What follows belongs to an exercise in optimizing a design on an open flow for small area, a short achievable clock period and few clock cycles; a production flow would make more cautious choices. Only simulation tests tie the RTL to the original design; equivalence was not proved.

## run.sh

```bash
#!/bin/bash
# synth_recipe.tcl (not shown) runs the flow's synth.tcl, then flattens the netlist and writes it again
# the make line also repeats each setting of config.mk as NAME=value (left out here)
make -C /OpenROAD-flow-scripts/flow DESIGN_CONFIG=/design/flow/config.mk WORK_HOME=/design/flow/orfs CLKGATE_MAP_FILE= SYNTH_SCRIPT=/design/flow/synth_recipe.tcl finish
```

## config.mk

```make
export PLATFORM = sky130hd
export DESIGN_NAME = trig_unit
export DESIGN_NICKNAME = trig_unit
export VERILOG_FILES = /design/flow/design.v
export SDC_FILE = /design/flow/constraint.sdc
export NUM_CORES = 4
export LEC_CHECK = 0
export CAP_MARGIN = 20
export CORE_MARGIN = 2
export CORE_UTILIZATION = 40
export SLEW_MARGIN = 20
```

## constraint.sdc

```tcl
create_clock -name core_clock -period 10.0 [get_ports {clk}]
set_input_delay 2.0000 -clock core_clock [delete_from_list [all_inputs] [get_ports {clk}]]
set_output_delay 2.0000 -clock core_clock [all_outputs]
set_load 0.01 [all_outputs]
```

## design.v

```verilog
package trig_pkg;
	typedef logic signed [20:0] fix_t;
	localparam int FIX_W = 21;
	localparam int FRAC_BITS = 16;
	localparam int MULT_LATENCY = 4;
	localparam int SINE_LATENCY = 20;
	localparam fix_t COEFF_LIN = 21'sd83443;
	localparam fix_t COEFF_SQ = 21'sd26561;
	localparam fix_t COEFF_REFINE = 21'sd14746;
	localparam int PI_FIX = 205887;
	localparam int TWO_PI_FIX = 411775;
	localparam int HALF_PI_FIX = 102944;
	localparam int RESULT_DEPTH = 4;
	localparam int AXIL_ADDR_W = 4;
	localparam int AXIL_DATA_W = 32;
	localparam logic [AXIL_ADDR_W-1:0] ADDR_ANGLE = 4'h0;
	localparam logic [AXIL_ADDR_W-1:0] ADDR_CTRL = 4'h4;
	localparam logic [AXIL_ADDR_W-1:0] ADDR_STATUS = 4'h8;
	localparam logic [AXIL_ADDR_W-1:0] ADDR_RESULT = 4'hC;
	localparam logic [1:0] RESP_OKAY = 2'b00;
	localparam logic [1:0] RESP_SLVERR = 2'b10;
	typedef struct packed {
		logic aw_valid;
		logic [AXIL_ADDR_W-1:0] aw_addr;
		logic w_valid;
		logic [AXIL_DATA_W-1:0] w_data;
		logic b_ready;
		logic ar_valid;
		logic [AXIL_ADDR_W-1:0] ar_addr;
		logic r_ready;
	} axil_req_t;
	typedef struct packed {
		logic aw_ready;
		logic w_ready;
		logic b_valid;
		logic [1:0] b_resp;
		logic ar_ready;
		logic r_valid;
		logic [AXIL_DATA_W-1:0] r_data;
		logic [1:0] r_resp;
	} axil_rsp_t;
	typedef struct packed {
		logic busy;
		logic spare;
		logic [2:0] count;
	} trig_status_t;
endpackage
`timescale 1ns/1ps
module fixed_mult (
	input logic clk,
	input logic en,
	input trig_pkg::fix_t a,
	input trig_pkg::fix_t b,
	output trig_pkg::fix_t p
);
	trig_pkg::fix_t a_q;
	trig_pkg::fix_t b_q;
	logic signed [2*trig_pkg::FIX_W-1:0] prod_q;
	logic signed [2*trig_pkg::FIX_W-1:0] prod_d;
	always_ff @(posedge clk) begin
		if (en) begin
			a_q <= a;
			b_q <= b;
			prod_q <= a_q * b_q;
			prod_d <= prod_q;
			p <= prod_d[trig_pkg::FRAC_BITS +: trig_pkg::FIX_W] + prod_d[trig_pkg::FRAC_BITS-1];
		end
	end
endmodule
`timescale 1ns/1ps
module fixed_scale #(
	parameter trig_pkg::fix_t COEFF = '0
) (
	input logic clk,
	input logic en,
	input trig_pkg::fix_t a,
	output trig_pkg::fix_t p
);
	trig_pkg::fix_t a_q;
	logic signed [2*trig_pkg::FIX_W-1:0] prod_q;
	logic signed [2*trig_pkg::FIX_W-1:0] prod_d;
	always_ff @(posedge clk) begin
		if (en) begin
			a_q <= a;
			prod_q <= a_q * COEFF;
			prod_d <= prod_q;
			p <= prod_d[trig_pkg::FRAC_BITS +: trig_pkg::FIX_W] + prod_d[trig_pkg::FRAC_BITS-1];
		end
	end
endmodule
`timescale 1ns/1ps
module angle_wrap (
	input logic clk,
	input logic reset,
	input logic en,
	input logic in_valid,
	input logic cos_sel,
	input trig_pkg::fix_t angle,
	output logic out_valid,
	output trig_pkg::fix_t wrapped
);
	logic signed [22:0] shifted;
	logic signed [22:0] folded;
	always_comb begin
		shifted = {{2{angle[20]}}, angle};
		if (cos_sel)
			shifted = shifted + 23'(trig_pkg::HALF_PI_FIX);
		if (shifted >= trig_pkg::PI_FIX + 2 * trig_pkg::TWO_PI_FIX)
			folded = shifted - 23'(3 * trig_pkg::TWO_PI_FIX);
		else if (shifted >= trig_pkg::PI_FIX + trig_pkg::TWO_PI_FIX)
			folded = shifted - 23'(2 * trig_pkg::TWO_PI_FIX);
		else if (shifted >= trig_pkg::PI_FIX)
			folded = shifted - 23'(trig_pkg::TWO_PI_FIX);
		else if (shifted < -trig_pkg::PI_FIX - 2 * trig_pkg::TWO_PI_FIX)
			folded = shifted + 23'(3 * trig_pkg::TWO_PI_FIX);
		else if (shifted < -trig_pkg::PI_FIX - trig_pkg::TWO_PI_FIX)
			folded = shifted + 23'(2 * trig_pkg::TWO_PI_FIX);
		else if (shifted < -trig_pkg::PI_FIX)
			folded = shifted + 23'(trig_pkg::TWO_PI_FIX);
		else
			folded = shifted;
	end
	always_ff @(posedge clk) begin
		if (reset)
			out_valid <= 1'b0;
		else if (en)
			out_valid <= in_valid;
	end
	always_ff @(posedge clk) begin
		if (en)
			wrapped <= folded[20:0];
	end
endmodule
`timescale 1ns/1ps
module sine_pipe (
	input logic clk,
	input logic reset,
	input logic en,
	input logic in_valid,
	input trig_pkg::fix_t angle,
	output logic out_valid,
	output trig_pkg::fix_t sin
);
	trig_pkg::fix_t angle_sq;
	trig_pkg::fix_t sq_term;
	trig_pkg::fix_t lin_term;
	trig_pkg::fix_t [trig_pkg::MULT_LATENCY-1:0] lin_d;
	trig_pkg::fix_t [2*trig_pkg::MULT_LATENCY-1:0] angle_d;
	trig_pkg::fix_t est;
	trig_pkg::fix_t [9:0] est_d;
	trig_pkg::fix_t est_sq;
	trig_pkg::fix_t est_norm;
	trig_pkg::fix_t diff;
	trig_pkg::fix_t refine;
	logic [trig_pkg::SINE_LATENCY-1:0] valid_d;
	fixed_mult u_angle_sq (
		.clk(clk),
		.en(en),
		.a(angle),
		.b(angle),
		.p(angle_sq)
	);
	fixed_scale #(.COEFF(trig_pkg::COEFF_SQ)) u_sq_term (
		.clk(clk),
		.en(en),
		.a(angle_sq),
		.p(sq_term)
	);
	fixed_scale #(.COEFF(trig_pkg::COEFF_LIN)) u_lin_term (
		.clk(clk),
		.en(en),
		.a(angle),
		.p(lin_term)
	);
	always_ff @(posedge clk) begin
		if (en) begin
			angle_d <= {angle_d[2*trig_pkg::MULT_LATENCY-2:0], angle};
			lin_d <= {lin_d[trig_pkg::MULT_LATENCY-2:0], lin_term};
			est <= angle_d[2*trig_pkg::MULT_LATENCY-1][20] ? lin_d[trig_pkg::MULT_LATENCY-1] + sq_term
				: lin_d[trig_pkg::MULT_LATENCY-1] - sq_term;
			est_d <= {est_d[8:0], est};
		end
	end
	fixed_mult u_est_sq (
		.clk(clk),
		.en(en),
		.a(est),
		.b(est),
		.p(est_sq)
	);
	always_ff @(posedge clk) begin
		if (en) begin
			est_norm <= est_d[3][20] ? -est_sq : est_sq;
			diff <= est_norm - est_d[4];
		end
	end
	fixed_scale #(.COEFF(trig_pkg::COEFF_REFINE)) u_refine (
		.clk(clk),
		.en(en),
		.a(diff),
		.p(refine)
	);
	always_ff @(posedge clk) begin
		if (en)
			sin <= refine + est_d[9];
	end
	always_ff @(posedge clk) begin
		if (reset)
			valid_d <= '0;
		else if (en)
			valid_d <= {valid_d[trig_pkg::SINE_LATENCY-2:0], in_valid};
	end
	assign out_valid = valid_d[trig_pkg::SINE_LATENCY-1];
endmodule
`timescale 1ns/1ps
module result_fifo (
	input logic clk,
	input logic reset,
	input logic push,
	input logic pop,
	input trig_pkg::fix_t push_data,
	output trig_pkg::fix_t head,
	output logic [2:0] count,
	output logic full
);
	trig_pkg::fix_t mem [trig_pkg::RESULT_DEPTH];
	logic [$clog2(trig_pkg::RESULT_DEPTH)-1:0] wr_ptr;
	logic [$clog2(trig_pkg::RESULT_DEPTH)-1:0] rd_ptr;
	logic do_push;
	logic do_pop;
	assign full = count == 3'(trig_pkg::RESULT_DEPTH);
	assign do_push = push && !full;
	assign do_pop = pop && (count != 3'd0);
	assign head = mem[rd_ptr];
	always_ff @(posedge clk) begin
		if (reset) begin
			wr_ptr <= '0;
			rd_ptr <= '0;
			count <= 3'd0;
		end else begin
			if (do_push)
				wr_ptr <= wr_ptr + 1'b1;
			if (do_pop)
				rd_ptr <= rd_ptr + 1'b1;
			count <= count + 3'(do_push) - 3'(do_pop);
		end
	end
	always_ff @(posedge clk) begin
		if (do_push)
			mem[wr_ptr] <= push_data;
	end
endmodule
`timescale 1ns/1ps
module trig_axil_regs (
	input logic clk,
	input logic reset,
	input trig_pkg::axil_req_t axil_req,
	output trig_pkg::axil_rsp_t axil_rsp,
	input logic out_valid,
	input logic full,
	input logic [2:0] count,
	input trig_pkg::fix_t head,
	output logic en,
	output logic launch_valid,
	output logic cos_sel,
	output logic pop,
	output trig_pkg::fix_t launch_angle
);
	logic wr_ready;
	logic wr_ok;
	logic rd_fire;
	logic b_valid;
	logic [1:0] b_resp;
	logic r_valid;
	logic [trig_pkg::AXIL_DATA_W-1:0] r_data;
	logic [1:0] r_resp;
	logic [trig_pkg::AXIL_DATA_W-1:0] rd_data;
	logic [1:0] rd_resp;
	localparam int IN_FLIGHT_W = $clog2(trig_pkg::SINE_LATENCY + 2);
	logic [IN_FLIGHT_W-1:0] in_flight;
	trig_pkg::trig_status_t status;
	assign en = !(full && out_valid);
	assign wr_ready = axil_req.aw_valid && axil_req.w_valid && !b_valid && en;
	assign wr_ok = (axil_req.aw_addr == trig_pkg::ADDR_ANGLE) || (axil_req.aw_addr == trig_pkg::ADDR_CTRL);
	assign launch_valid = wr_ready && (axil_req.aw_addr == trig_pkg::ADDR_ANGLE);
	assign launch_angle = axil_req.w_data[20:0];
	assign rd_fire = axil_req.ar_valid && !r_valid;
	assign pop = rd_fire && (axil_req.ar_addr == trig_pkg::ADDR_RESULT) && (count != 3'd0);
	assign status.busy = in_flight != '0;
	assign status.spare = 1'b0;
	assign status.count = count;
	always_comb begin
		rd_data = '0;
		rd_resp = trig_pkg::RESP_OKAY;
		case (axil_req.ar_addr)
			trig_pkg::ADDR_CTRL: rd_data = {31'd0, cos_sel};
			trig_pkg::ADDR_STATUS: rd_data = 32'(status);
			trig_pkg::ADDR_RESULT: begin
				if (count != 3'd0)
					rd_data = {{11{head[20]}}, head};
				else
					rd_resp = trig_pkg::RESP_SLVERR;
			end
			default: rd_resp = trig_pkg::RESP_SLVERR;
		endcase
	end
	always_ff @(posedge clk) begin
		if (reset) begin
			b_valid <= 1'b0;
			r_valid <= 1'b0;
			cos_sel <= 1'b0;
			in_flight <= '0;
		end else begin
			if (wr_ready)
				b_valid <= 1'b1;
			else if (axil_req.b_ready)
				b_valid <= 1'b0;
			if (rd_fire)
				r_valid <= 1'b1;
			else if (axil_req.r_ready)
				r_valid <= 1'b0;
			if (wr_ready && axil_req.aw_addr == trig_pkg::ADDR_CTRL)
				cos_sel <= axil_req.w_data[0];
			in_flight <= in_flight + IN_FLIGHT_W'(launch_valid)
				- IN_FLIGHT_W'(out_valid && en);
		end
	end
	always_ff @(posedge clk) begin
		if (wr_ready)
			b_resp <= wr_ok ? trig_pkg::RESP_OKAY : trig_pkg::RESP_SLVERR;
		if (rd_fire) begin
			r_data <= rd_data;
			r_resp <= rd_resp;
		end
	end
	assign axil_rsp.aw_ready = wr_ready;
	assign axil_rsp.w_ready = wr_ready;
	assign axil_rsp.b_valid = b_valid;
	assign axil_rsp.b_resp = b_resp;
	assign axil_rsp.ar_ready = !r_valid;
	assign axil_rsp.r_valid = r_valid;
	assign axil_rsp.r_data = r_data;
	assign axil_rsp.r_resp = r_resp;
endmodule
`timescale 1ns/1ps
module trig_top (
	input logic clk,
	input logic reset,
	input trig_pkg::axil_req_t axil_req,
	output trig_pkg::axil_rsp_t axil_rsp
);
	logic en;
	logic launch_valid;
	trig_pkg::fix_t launch_angle;
	logic cos_sel;
	logic wrap_valid;
	trig_pkg::fix_t wrap_angle;
	logic sin_valid;
	trig_pkg::fix_t sin_value;
	logic pop;
	trig_pkg::fix_t head;
	logic [2:0] count;
	logic full;
	trig_axil_regs u_regs (
		.clk(clk),
		.reset(reset),
		.axil_req(axil_req),
		.axil_rsp(axil_rsp),
		.out_valid(sin_valid),
		.full(full),
		.count(count),
		.head(head),
		.en(en),
		.launch_valid(launch_valid),
		.cos_sel(cos_sel),
		.pop(pop),
		.launch_angle(launch_angle)
	);
	angle_wrap u_wrap (
		.clk(clk),
		.reset(reset),
		.en(en),
		.in_valid(launch_valid),
		.cos_sel(cos_sel),
		.angle(launch_angle),
		.out_valid(wrap_valid),
		.wrapped(wrap_angle)
	);
	sine_pipe u_sine (
		.clk(clk),
		.reset(reset),
		.en(en),
		.in_valid(wrap_valid),
		.angle(wrap_angle),
		.out_valid(sin_valid),
		.sin(sin_value)
	);
	result_fifo u_fifo (
		.clk(clk),
		.reset(reset),
		.push(sin_valid),
		.pop(pop),
		.push_data(sin_value),
		.head(head),
		.count(count),
		.full(full)
	);
endmodule
`timescale 1ns/1ps
module trig_unit (
	input logic clk,
	input logic reset,
	input logic s_awvalid,
	input logic [3:0] s_awaddr,
	input logic s_wvalid,
	input logic [31:0] s_wdata,
	input logic s_bready,
	input logic s_arvalid,
	input logic [3:0] s_araddr,
	input logic s_rready,
	output logic s_awready,
	output logic s_wready,
	output logic s_bvalid,
	output logic [1:0] s_bresp,
	output logic s_arready,
	output logic s_rvalid,
	output logic [31:0] s_rdata,
	output logic [1:0] s_rresp
);
	trig_pkg::axil_req_t req;
	trig_pkg::axil_rsp_t rsp;
	assign req.aw_valid = s_awvalid;
	assign req.aw_addr = s_awaddr;
	assign req.w_valid = s_wvalid;
	assign req.w_data = s_wdata;
	assign req.b_ready = s_bready;
	assign req.ar_valid = s_arvalid;
	assign req.ar_addr = s_araddr;
	assign req.r_ready = s_rready;
	trig_top u_top (
		.clk(clk),
		.reset(reset),
		.axil_req(req),
		.axil_rsp(rsp)
	);
	assign s_awready = rsp.aw_ready;
	assign s_wready = rsp.w_ready;
	assign s_bvalid = rsp.b_valid;
	assign s_bresp = rsp.b_resp;
	assign s_arready = rsp.ar_ready;
	assign s_rvalid = rsp.r_valid;
	assign s_rdata = rsp.r_data;
	assign s_rresp = rsp.r_resp;
endmodule
```

==> impl_metrics.toml <==
[yosys]
synth.ff_latch_count = 937
synth-seq-area-share_pct = 34.5
synth_largest_area_cell = "edfxtp_1"
synth.cell_area_um2 = 80500
synthArstFlopShare_pct = 0
synth_cell_types = 119
yosys.cell_count.top_type = "inv_1"
synth_area_leaders = "edfxtp_1 (34%), fa_1 (28%), ha_1 (11%)"
synth_edf_count = 899
synth_flop_cell = "edfxtp_1"
synthTopCellsByCount = "inv_1 (1698), fa_1 (1138), edfxtp_1 (899)"
avgSynthCellArea_um2 = 11.7
yosys_warnings = 8
synthCells = 6900
yosysTopAreaCellShare_pct = 33.5

[clock_network]
cts.sinks = 937
clkLatencyLatePin_ns = 0.70
cts_tree = "built"
clk_pin_slew_ns = 0.06
h-tree-depth = 3
cts_buffer_depth = 3
cts_made_buffers = 98
root_buffer = "clkbuf_16"
post_cts_resized = 0
post_cts_buffers = 0
hold_buffers = 0

[worst_setup_path]
crit_fanout = 17
r2r_slack_ns = 1.44
crit_start = "u_top.u_sine.angle_d[14]"
r2r_end = "u_top.u_sine.u_angle_sq.prod_q[35]"
r2r_start = "u_top.u_sine.angle_d[14]"
worstSetupEndpointType = "flip-flop"
crit_arrival_ns = 8.99
start_kind = "flip-flop"
reg2reg_depth = 25
timing_worst_setup_path_type = "flip-flop to flip-flop"
worst_ep_required_time_ns = 10.44

[place]
port_buffers = 74
dp_slack_ns = 1.43
gp_congestion = 0.879
dpl.hpwl_mm = 128

[global_route]
grt_usage_pct = 16.3
grt_pass1_vias = 50800
antenna_found_initial = 2
gr-total-overflow = 0
grt_max_degree = 197
grt_pass1_wl_mm = 268

[layout]
drive_gt1_share_pct = 4.51
area_delta_synth_final_pct = 8.89
final_nets = 8861
antenna_cells = 0

[die]
core_area_um2 = 200000
initial_utilization_pct = 40.3
io_pins = 88
die_h_um = 453
row_count = 164
dieArea_um2 = 205000
die_width_um = 453

[timing]
fin_crit_sh_pct = 85.6
hold_viol = 0
holdWs_ns = 0.382
fin_ws_ns = 1.44
relSlewSlack_pct = 23.3
fin_skew_ns = 0.0428
final-setup-viol-count = 0
rsz0062_at_grt = "no"
fmax_ghz = 0.117
fin_setup_tns_ns = 0
drv_slew = 0
worst-slew-pin-transition_ns = 1.15
period_needed_ns = 8.56

[min_path]
holdPathStages = 0
hold_end = "u_top.u_sine.u_refine.a_q[9]"
hold_path_startpoint = "u_top.u_sine.diff[9]"
hp-class = "flip-flop to flip-flop"

[routing]
drt-pass1-iter-count = 5
antenna_left = 0
drt_wl_total_mm = 161
vias_per_cell = 4.78
dr_total_vias = 46500
drt_iter0_drc = 2607
drc = 0
wl_per_cell_um = 16.6

[run]
maxCapViolCount = 0

[run_status]
status = "finished clean"
==> through the flow <==
step / util, % / instances / cell area, um2
finish: 43.9 / 9726 / 87700
global route: 43.9 / 9726 / 87700
CTS: 43.9 / 9725 / 87700
detailed placement: 42.2 / 9544 / 84400
global placement: 42.2 / 9543 / 84400
floorplan: - / 6901 / 80500
==> cell type report <==
class / instances / area (um2)
Tap cell: 2656 / 3320
Inverter: 1702 / 6400
Fill cell: 18400 / 112000
Multi-Input combinational cell: 4121 / 45800
Sequential cell: 937 / 27800
Timing Repair Buffer: 129 / 1200
Clock buffer: 115 / 2520
Clock inverter: 66 / 738
==> logic make-up after synthesis <==
group | count (synthesis) | share of synthesized area, %
multiplexers | 35 | 0.767
AO/OA/AOI/OAI | 603 | 5.20
flip-flops | 937 | 34.5
XOR/XNOR | 411 | 4.59
buffers and inverters | 1843 | 8.74
AND/OR/NAND/NOR | 1245 | 7.27
other | 1 | 0.00466
adder cells (fa/ha/maj) | 1825 | 39.0
==> critical path, cell delays in order (launching register included) <==
cell	delay, ns
edfxtp_1	1.04
inv_1	0.60
nor2_1	0.34
fa_1	0.49
fa_1	0.52
inv_1	0.05
fa_1	0.48
inv_1	0.05
fa_1	0.48
fa_1	0.50
fa_1	0.49
inv_1	0.05
fa_1	0.47
inv_1	0.04
ha_1	0.33
a21o_1	0.18
a21o_1	0.17
a221o_1	0.39
nand3_1	0.10
o211a_1	0.21
a311o_1	0.24
nand2_1	0.11
or4_1	0.43
a31o_2	0.27
a21oi_1	0.18
xnor2_1	0.08
==> state kept, by name, summed over array words and instances, names as in the netlist, 22 cells and up, named ones only <==
signal and cells:
u_top.u_fifo.mem 84, u_top.u_sine.angle_d 28, u_top.u_sine.est_d 210, u_top.u_sine.lin_d 84, u_top.u_sine.u_angle_sq.prod_d 22, u_top.u_sine.u_angle_sq.prod_q 22, u_top.u_sine.u_est_sq.prod_d 22, u_top.u_sine.u_est_sq.prod_q 22
u_top.u_sine.u_lin_term.prod_d 22, u_top.u_sine.u_lin_term.prod_q 22, u_top.u_sine.u_sq_term.prod_d 22, u_top.u_sine.u_sq_term.prod_q 22
==> cells in the final DEF (no fill, tap or decap), types with 74 or more instances in the layout <==
cell and count:
o21ai_0 112, and2_1 130, xor2_1 109, nor2_1 310
nand3_1 110, inv_1 1697, a21oi_1 173, clkbuf_16 98
ha_1 687, clkdlybuf4s50_1 74, fa_1 1138, edfxtp_1 899
xnor2_1 291, nand2_1 406
==> worst max path at each step <==
stage | end | slack (ns) | depth (start not counted)
2_1_floorplan | u_top.u_sine.u_angle_sq.prod_q[35] | 2.04 | 27
3_3_place_gp | u_top.u_sine.u_est_sq.prod_q[35] | 1.37 | 28
3_5_place_dp | u_top.u_sine.u_est_sq.prod_q[35] | 1.43 | 28
4_1_cts | u_top.u_sine.u_est_sq.prod_q[35] | 1.40 | 28
5_1_grt | u_top.u_sine.u_est_sq.prod_q[35] | 0.98 | 28
6_report | u_top.u_sine.u_angle_sq.prod_q[35] | 1.44 | 25
==> per-layer routing <==
layer  track usage [%]  part of all wire (%)
met2              28.8                    50
met5                 0                0.0081
met1              21.1                    43
met4              4.53                   2.5
met3              1.97                   3.9
Testbench counts, summed over its fixed seeds: cycles 22,778.

==> afterwards: timing with drivers on the ports <==
Ports are ideal in the flow. The routed layout listed here was re-timed in OpenROAD.
Step 1 sets driving cells, clkbuf_16 on the clock port and buf_2 on the other inputs (assumed; they add their load-dependent delay and slew).
Step 2, shift: input delay + t, output delay - t, t = (earliest + latest rising clock arrival at the registers) / 2. This alone moves slack from input paths to output paths.
a / b / c = ideal ports / drivers / drivers and shift; a / b = the first two.
shift t [ns]: 0.762
setup slack, ns: 1.442 / 1.442 / 1.442
hold slack, ns: 0.382 / 0.382 / 0.382
After both steps this run still meets setup and hold. For this run, drivers alone change the setup slack by 0.000 ns; drivers and shift together by 0.000 ns.
